This design comes from an exercise in tuning for small area and a short achievable clock period on the open sky130 flow, not from production work. RTL that was checked went through simulation tests only; none was proved equivalent to the original. Power figures rest on the tool's default switching activity, not on a simulated workload.

==> flow/design.v <==
module data_mem_responder (
  input  logic        ck,
  input  logic        rst_n,
  input  logic        is_load,
  input  logic        is_write,
  input  logic [8:0]  load_addr,
  input  logic [8:0]  write_addr,
  input  logic [15:0] data,
  output logic        mem_ready,
  output logic        ld_valid,
  output logic [15:0] ld_data,
  output logic        addr_err,
  output logic [1:0]  dbg_state
);
  logic r_busy, r_ready, r_t1, r_t2, r_t3, r_st0, r_st1, r_vld, r_err;
  logic w_req, w_acc;
  assign w_req = is_load | is_write;
  assign r_ready = !r_busy;
  assign w_acc = r_ready & w_req;
  logic        r_ld, r_lerr, r_err_any, r_byp;
  logic [15:0] r_data;
  logic [15:0] r_rhi, r_rlo;      
  logic [15:0] r_whi, r_wlo;      
  logic        w_lerr, w_werr, w_byp, w_rd_mem, w_wr_mem;
  assign w_lerr   = load_addr[8];
  assign w_werr   = write_addr[8];
  assign w_wr_mem = is_write & !w_werr;
  assign w_byp    = w_wr_mem & !w_lerr & (load_addr[7:0] == write_addr[7:0]);
  assign w_rd_mem = is_load & !w_lerr & !w_byp;
  always_ff @(posedge ck) begin
    if (r_ready) begin
      r_ld      <= is_load;
      r_lerr    <= w_lerr;
      r_err_any <= (is_load & w_lerr) | (is_write & w_werr);
      r_byp     <= w_byp;
      r_data    <= data;
      for (int i = 0; i < 16; i++) begin
        r_rhi[i] <= w_rd_mem & (load_addr[7:4] == 4'(i));
        r_rlo[i] <= (load_addr[3:0] == 4'(i));
        r_whi[i] <= w_wr_mem & (write_addr[7:4] == 4'(i));
        r_wlo[i] <= (write_addr[3:0] == 4'(i));
      end
    end
  end
  always_ff @(posedge ck or negedge rst_n) begin
    if (!rst_n) begin
      r_busy  <= 1'b0;
      r_t1    <= 1'b0;
      r_t2    <= 1'b0;
      r_t3    <= 1'b0;
      r_st0   <= 1'b0;
      r_st1   <= 1'b0;
      r_vld   <= 1'b0;
      r_err   <= 1'b0;
    end else begin
      r_busy  <= (r_busy | w_req) & !r_st1;
      r_t1    <= w_acc;
      r_t2    <= r_t1;
      r_t3    <= r_t2;
      r_st0   <= w_acc | r_t1 | r_t2;
      r_st1   <= r_t3;
      r_vld   <= r_t3 & r_ld;
      r_err   <= r_t3 & r_err_any;
    end
  end
  logic [15:0] r_mem [256];
  always_ff @(posedge ck) begin
    for (int w = 0; w < 256; w++)
      if (r_t3 & r_whi[w / 16] & r_wlo[w % 16])
        r_mem[w] <= r_data;
  end
  logic [255:0] w_sel;
  always_comb begin
    for (int w = 0; w < 256; w++)
      w_sel[w] = r_rhi[w / 16] & r_rlo[w % 16];
  end
  logic [15:0] w_slice_n [86];
  for (genvar i = 0; i < 85; i++) begin : g_slice
    for (genvar b = 0; b < 16; b++) begin : g_bit
      dmem_aoi222 u_aoi (
        .a0(w_sel[3 * i]),     .b0(r_mem[3 * i][b]),
        .a1(w_sel[3 * i + 1]), .b1(r_mem[3 * i + 1][b]),
        .a2(w_sel[3 * i + 2]), .b2(r_mem[3 * i + 2][b]),
        .y(w_slice_n[i][b])
      );
    end
  end
  assign w_slice_n[85] = ~({16{w_sel[255]}} & r_mem[255]);
  logic [15:0] w_part [8];
  always_comb begin
    for (int k = 0; k < 8; k++)
      w_part[k] = 16'h0;
    for (int i = 0; i < 86; i++)
      w_part[i * 8 / 86] = w_part[i * 8 / 86] | ~w_slice_n[i];
  end
  logic [15:0] r_part [8];
  always_ff @(posedge ck) begin
    for (int k = 0; k < 8; k++)
      r_part[k] <= w_part[k];
  end
  logic [15:0] w_rd;
  assign w_rd = r_part[0] | r_part[1] | r_part[2] | r_part[3] |
                r_part[4] | r_part[5] | r_part[6] | r_part[7] |
                ({16{r_byp}} & r_data) | ({16{r_lerr}} & 16'hDEAD);
  logic [15:0] r_ld_data;
  always_ff @(posedge ck or negedge rst_n) begin
    if (!rst_n)
      r_ld_data <= 16'h0;
    else if (r_t3 & r_ld)
      r_ld_data <= w_rd;
  end
  assign mem_ready = r_ready;
  assign ld_valid  = r_vld;
  assign ld_data   = r_ld_data;
  assign addr_err  = r_err;
  assign dbg_state = {r_st1, r_st0};
endmodule
module dmem_aoi222 (
  input  logic a0, b0, a1, b1, a2, b2,
  output logic y
);
  assign y = ~((a0 & b0) | (a1 & b1) | (a2 & b2));
endmodule
Settings: LEC_CHECK=0, ABC_CLOCK_PERIOD_IN_PS=1500, CAP_MARGIN=20, CORE_MARGIN=2, CORE_UTILIZATION=50, CTS_CLUSTER_DIAMETER=100, CTS_CLUSTER_SIZE=26, SETUP_SLACK_MARGIN=1.8, SLEW_MARGIN=20, SYNTH_HIERARCHICAL=1, SYNTH_MEMORY_MAX_BITS=8192; clock period 4.0 ns.
standard.sh (not shown) runs the stock make flow with config.mk's settings and CLKGATE_MAP_FILE= SYNTH_SCRIPT=/design/flow/synth_recipe.tcl, a recipe that flattens the netlist after the stock synthesis.
==> flow/flow/run.sh <==
#!/bin/bash
# Standard layout with footprint-free resizing, so repair_timing can resize the port buffers.
set -euo pipefail
bash standard.sh MATCH_CELL_FOOTPRINT=0 finish > flow_make.log 2>&1
Rerun with:
--- a/flow/design.v
+++ b/flow/design.v
@@ -68,25 +68,25 @@
     for (int w = 0; w < 256; w++)
       if (r_t3 & r_whi[w / 16] & r_wlo[w % 16])
         r_mem[w] <= r_data;
   end
-  logic [255:0] w_sel;
-  always_comb begin
+  logic [255:0] r_sel;
+  always_ff @(posedge ck) begin
     for (int w = 0; w < 256; w++)
-      w_sel[w] = r_rhi[w / 16] & r_rlo[w % 16];
+      r_sel[w] <= r_rhi[w / 16] & r_rlo[w % 16];
   end
   logic [15:0] w_slice_n [86];
   for (genvar i = 0; i < 85; i++) begin : g_slice
     for (genvar b = 0; b < 16; b++) begin : g_bit
       dmem_aoi222 u_aoi (
-        .a0(w_sel[3 * i]),     .b0(r_mem[3 * i][b]),
-        .a1(w_sel[3 * i + 1]), .b1(r_mem[3 * i + 1][b]),
-        .a2(w_sel[3 * i + 2]), .b2(r_mem[3 * i + 2][b]),
+        .a0(r_sel[3 * i]),     .b0(r_mem[3 * i][b]),
+        .a1(r_sel[3 * i + 1]), .b1(r_mem[3 * i + 1][b]),
+        .a2(r_sel[3 * i + 2]), .b2(r_mem[3 * i + 2][b]),
         .y(w_slice_n[i][b])
       );
     end
   end
-  assign w_slice_n[85] = ~({16{w_sel[255]}} & r_mem[255]);
+  assign w_slice_n[85] = ~({16{r_sel[255]}} & r_mem[255]);
   logic [15:0] w_part [8];
   always_comb begin
     for (int k = 0; k < 8; k++)
       w_part[k] = 16'h0;
Outcome: Now the flow ran to the end with violations: antenna violations; sequential power goes up by 7.7%; clock skew hardly moves; global-route usage goes down by 2.1 points; die area goes up by 3.4%; clock power goes up by about 4%; final area goes up by 1.1%; power goes up by 4.4%; worst hold slack gets worse by 0.17 ns; synthesized cell count goes up by 3.7%; routed wire length goes down by 3.8%; setup slack gets better by 0.56 ns.
The RTL of the first run of this note was laid out without a check of its function.


Another version of the RTL of data_mem_responder (not shown whole).
For scale: ~4600 flip-flops, roughly 160000 sq um of cells after synthesis.
==> module data_mem_responder, before the edit <==
module data_mem_responder (
  input  logic        ck,
  input  logic        rst_n,
  input  logic        is_load,
  input  logic        is_write,
  input  logic [8:0]  load_addr,
  input  logic [8:0]  write_addr,
  input  logic [15:0] data,
  output logic        mem_ready,
  output logic        ld_valid,
  output logic [15:0] ld_data,
  output logic        addr_err,
  output logic [1:0]  dbg_state
);
  logic r_busy, r_busy_o, r_ready, r_t1, r_t2, r_t3, r_st0, r_st1, r_vld, r_err;
  logic w_req, w_acc;
  assign w_req = is_load | is_write;
  assign r_ready = !r_busy;
  assign w_acc = r_ready & w_req;
  logic        r_ld, r_lerr, r_err_any, r_wr_mem;
  logic [15:0] r_data;
  logic [15:0] r_rhi, r_rlo;      
  logic [7:0]  r_waddr;
  logic        w_lerr, w_werr, w_rd_mem, w_wr_mem;
  assign w_lerr   = load_addr[8];
  assign w_werr   = write_addr[8];
  assign w_wr_mem = is_write & !w_werr;
  assign w_rd_mem = is_load & !w_lerr;
  always_ff @(posedge ck) begin
    if (r_ready) begin
      r_ld      <= is_load;
      r_lerr    <= w_lerr;
      r_err_any <= (is_load & w_lerr) | (is_write & w_werr);
      r_data    <= data;
      r_wr_mem  <= w_wr_mem;
      r_waddr   <= write_addr[7:0];
      for (int i = 0; i < 16; i++) begin
        r_rhi[i] <= w_rd_mem & (load_addr[7:4] == 4'(i));
        r_rlo[i] <= (load_addr[3:0] == 4'(i));
      end
    end
  end
  logic [255:0] r_sel;
  logic [15:0]  r_whi, r_wlo;
  logic         r_byp;
  always_ff @(posedge ck) begin
    r_byp <= r_wr_mem & r_rhi[r_waddr[7:4]] & r_rlo[r_waddr[3:0]];
    for (int w = 0; w < 256; w++)
      r_sel[w] <= r_rhi[w / 16] & r_rlo[w % 16];
    for (int i = 0; i < 16; i++) begin
      r_whi[i] <= r_wr_mem & (r_waddr[7:4] == 4'(i));
      r_wlo[i] <= (r_waddr[3:0] == 4'(i));
    end
  end
  always_ff @(posedge ck or negedge rst_n) begin
    if (!rst_n) begin
      r_busy   <= 1'b0;
      r_busy_o <= 1'b0;
      r_t1    <= 1'b0;
      r_t2    <= 1'b0;
      r_t3    <= 1'b0;
      r_st0   <= 1'b0;
      r_st1   <= 1'b0;
      r_vld   <= 1'b0;
      r_err   <= 1'b0;
    end else begin
      r_busy   <= (r_busy | w_req) & !r_st1;
      r_busy_o <= w_acc | r_t1 | r_t2 | r_t3;
      r_t1    <= w_acc;
      r_t2    <= r_t1;
      r_t3    <= r_t2;
      r_st0   <= w_acc | r_t1 | r_t2;
      r_st1   <= r_t3;
      r_vld   <= r_t3 & r_ld;
      r_err   <= r_t3 & r_err_any;
    end
  end
  logic [15:0] r_mem [256];
  always_ff @(posedge ck) begin
    for (int w = 0; w < 256; w++)
      if (r_t3 & r_whi[w / 16] & r_wlo[w % 16])
        r_mem[w] <= r_data;
  end
  logic [15:0] w_slice_n [86];
  for (genvar i = 0; i < 85; i++) begin : g_slice
    for (genvar b = 0; b < 16; b++) begin : g_bit
      dmem_aoi222 u_aoi (
        .a0(r_sel[3 * i]),     .b0(r_mem[3 * i][b]),
        .a1(r_sel[3 * i + 1]), .b1(r_mem[3 * i + 1][b]),
        .a2(r_sel[3 * i + 2]), .b2(r_mem[3 * i + 2][b]),
        .y(w_slice_n[i][b])
      );
    end
  end
  assign w_slice_n[85] = ~({16{r_sel[255]}} & r_mem[255]);
  logic [15:0] w_part [8];
  always_comb begin
    for (int k = 0; k < 8; k++)
      w_part[k] = 16'h0;
    for (int i = 0; i < 86; i++)
      w_part[i * 8 / 86] = w_part[i * 8 / 86] | ~w_slice_n[i];
  end
  logic [15:0] r_part [8];
  always_ff @(posedge ck) begin
    for (int k = 0; k < 8; k++)
      r_part[k] <= w_part[k];
  end
  logic [15:0] w_rd;
  assign w_rd = r_byp ? r_data :
                (r_part[0] | r_part[1] | r_part[2] | r_part[3] |
                 r_part[4] | r_part[5] | r_part[6] | r_part[7] |
                 ({16{r_lerr}} & 16'hDEAD));
  logic [15:0] r_ld_data;
  always_ff @(posedge ck or negedge rst_n) begin
    if (!rst_n)
      r_ld_data <= 16'h0;
    else if (r_t3 & r_ld)
      r_ld_data <= w_rd;
  end
  assign mem_ready = !r_busy_o;
  assign ld_valid  = r_vld;
  assign ld_data   = r_ld_data;
  assign addr_err  = r_err;
  assign dbg_state = {r_st1, r_st0};
endmodule
export LEC_CHECK = 0
export ABC_CLOCK_PERIOD_IN_PS = 1500
export CAP_MARGIN = 20
export CORE_MARGIN = 2
export CORE_UTILIZATION = 62
export CTS_BUF_LIST = sky130_fd_sc_hd__clkbuf_8 sky130_fd_sc_hd__clkbuf_16
export CTS_CLUSTER_DIAMETER = 100
export CTS_CLUSTER_SIZE = 26
export SETUP_SLACK_MARGIN = 2.05
export SLEW_MARGIN = 20
export SYNTH_HIERARCHICAL = 1
export SYNTH_MEMORY_MAX_BITS = 8192
create_clock -name core_clock -period 4.0 [get_ports {ck}]
==> flow/flow/run.sh <==
#!/bin/bash
# Standard layout with three changes: footprint-free resizing (so repair_timing can resize
# the port buffers), more antenna-repair iterations, and, between placement and CTS, the
# output-port flip-flops moved next to their port buffers at the pins.
set -euo pipefail
VARS="MATCH_CELL_FOOTPRINT=0 MAX_REPAIR_ANTENNAS_ITER_GRT=15 MAX_REPAIR_ANTENNAS_ITER_DRT=15"
bash standard.sh $VARS place > flow_make_place.log 2>&1
RESULTS=$PWD/orfs/results/$FLOW_PLATFORM/data_mem_responder/base openroad -no_init -exit flow/place_outputs.tcl > flow_place_outputs.log 2>&1
bash standard.sh $VARS finish > flow_make_finish.log 2>&1
Other scripts of this flow, unchanged in this note and not shown: flow/flow/move_out.tcl, flow/flow/place_outputs.tcl
Next try:
--- a/flow/design.v
+++ b/flow/design.v
@@ -17,36 +17,33 @@
   assign w_req = is_load | is_write;
   assign r_ready = !r_busy;
   assign w_acc = r_ready & w_req;
-  logic        r_ld, r_lerr, r_err_any, r_wr_mem;
+  logic        r_ld, r_lerr, r_err_any, r_byp, r_rd_mem, r_wr_mem;
   logic [15:0] r_data;
-  logic [15:0] r_rhi, r_rlo;      
-  logic [7:0]  r_waddr;
-  logic        w_lerr, w_werr, w_rd_mem, w_wr_mem;
+  logic [7:0]  r_laddr, r_waddr;
+  logic        w_lerr, w_werr, w_byp, w_rd_mem, w_wr_mem;
   assign w_lerr   = load_addr[8];
   assign w_werr   = write_addr[8];
   assign w_wr_mem = is_write & !w_werr;
-  assign w_rd_mem = is_load & !w_lerr;
+  assign w_byp    = w_wr_mem & !w_lerr & (load_addr[7:0] == write_addr[7:0]);
+  assign w_rd_mem = is_load & !w_lerr & !w_byp;
   always_ff @(posedge ck) begin
     if (r_ready) begin
       r_ld      <= is_load;
       r_lerr    <= w_lerr;
       r_err_any <= (is_load & w_lerr) | (is_write & w_werr);
+      r_byp     <= w_byp;
       r_data    <= data;
+      r_rd_mem  <= w_rd_mem;
       r_wr_mem  <= w_wr_mem;
+      r_laddr   <= load_addr[7:0];
       r_waddr   <= write_addr[7:0];
-      for (int i = 0; i < 16; i++) begin
-        r_rhi[i] <= w_rd_mem & (load_addr[7:4] == 4'(i));
-        r_rlo[i] <= (load_addr[3:0] == 4'(i));
-      end
     end
   end
   logic [255:0] r_sel;
   logic [15:0]  r_whi, r_wlo;
-  logic         r_byp;
   always_ff @(posedge ck) begin
-    r_byp <= r_wr_mem & r_rhi[r_waddr[7:4]] & r_rlo[r_waddr[3:0]];
     for (int w = 0; w < 256; w++)
-      r_sel[w] <= r_rhi[w / 16] & r_rlo[w % 16];
+      r_sel[w] <= r_rd_mem & (r_laddr == 8'(w));
     for (int i = 0; i < 16; i++) begin
       r_whi[i] <= r_wr_mem & (r_waddr[7:4] == 4'(i));
       r_wlo[i] <= (r_waddr[3:0] == 4'(i));
@@ -106,10 +103,9 @@
       r_part[k] <= w_part[k];
   end
   logic [15:0] w_rd;
-  assign w_rd = r_byp ? r_data :
-                (r_part[0] | r_part[1] | r_part[2] | r_part[3] |
-                 r_part[4] | r_part[5] | r_part[6] | r_part[7] |
-                 ({16{r_lerr}} & 16'hDEAD));
+  assign w_rd = r_part[0] | r_part[1] | r_part[2] | r_part[3] |
+                r_part[4] | r_part[5] | r_part[6] | r_part[7] |
+                ({16{r_byp}} & r_data) | ({16{r_lerr}} & 16'hDEAD);
   logic [15:0] r_ld_data;
   always_ff @(posedge ck or negedge rst_n) begin
     if (!rst_n)
The new run produced a clean layout.
Setup slack gains 0.031 ns.
Global-route usage shrinks by 0.92 points.
Critical path depth stays the same.
Via count shrinks by 2.7%.
Utilization grows by 0.61 points.
Worst hold slack gains 0.32 ns.
Final area hardly moves.
Combinational power shrinks by 49%.
Wire length shrinks by 4.1%.
Synthesized cell count shrinks by 0.83%.
Die area shrinks by 0.94%.
Sequential share of layout area shrinks by 0.24 points.

[afterwards: timing with drivers on the ports]
The results above use ideal ports. As a check the final layouts listed here were re-extracted and re-timed, cells and wires unchanged.
Step 1, drivers: a clkbuf_16 drives ck and a buf_2 each remaining input, both assumed.
Step 2 times the ports against the registers' clock, not the clock port: input delays grow and output delays shrink by t, the midpoint of the rising clock arrivals with the driver on.
a / b / c = ideal ports / drivers / drivers and shift; a / b = the first two.
| run | t (ns) | slack for setup (ns) | hold slack, ns | worst setup path after step 2 |
|---|---|---|---|---|
| the first run of note 1 | 1.034 | 1.020 / 1.020 / 0.788 | 0.225 / 0.147 / 0.379 | input to register |
| the second run of note 1 | 1.019 | 1.584 / 1.479 / 0.967 | 0.054 / -0.026 / 0.389 | input to register |
| the first run of note 2 | 0.964 | 1.720 / 1.637 / 1.119 | 0.054 / 0.011 / 0.397 | input to register |
| the second run of note 2 | 0.964 | 1.750 / 1.655 / 1.191 | 0.377 / 0.358 / 0.414 | input to register |
The setup slack of the second run of note 1, which loses most, moves by -0.105 ns with the drivers and by -0.617 ns with both steps.
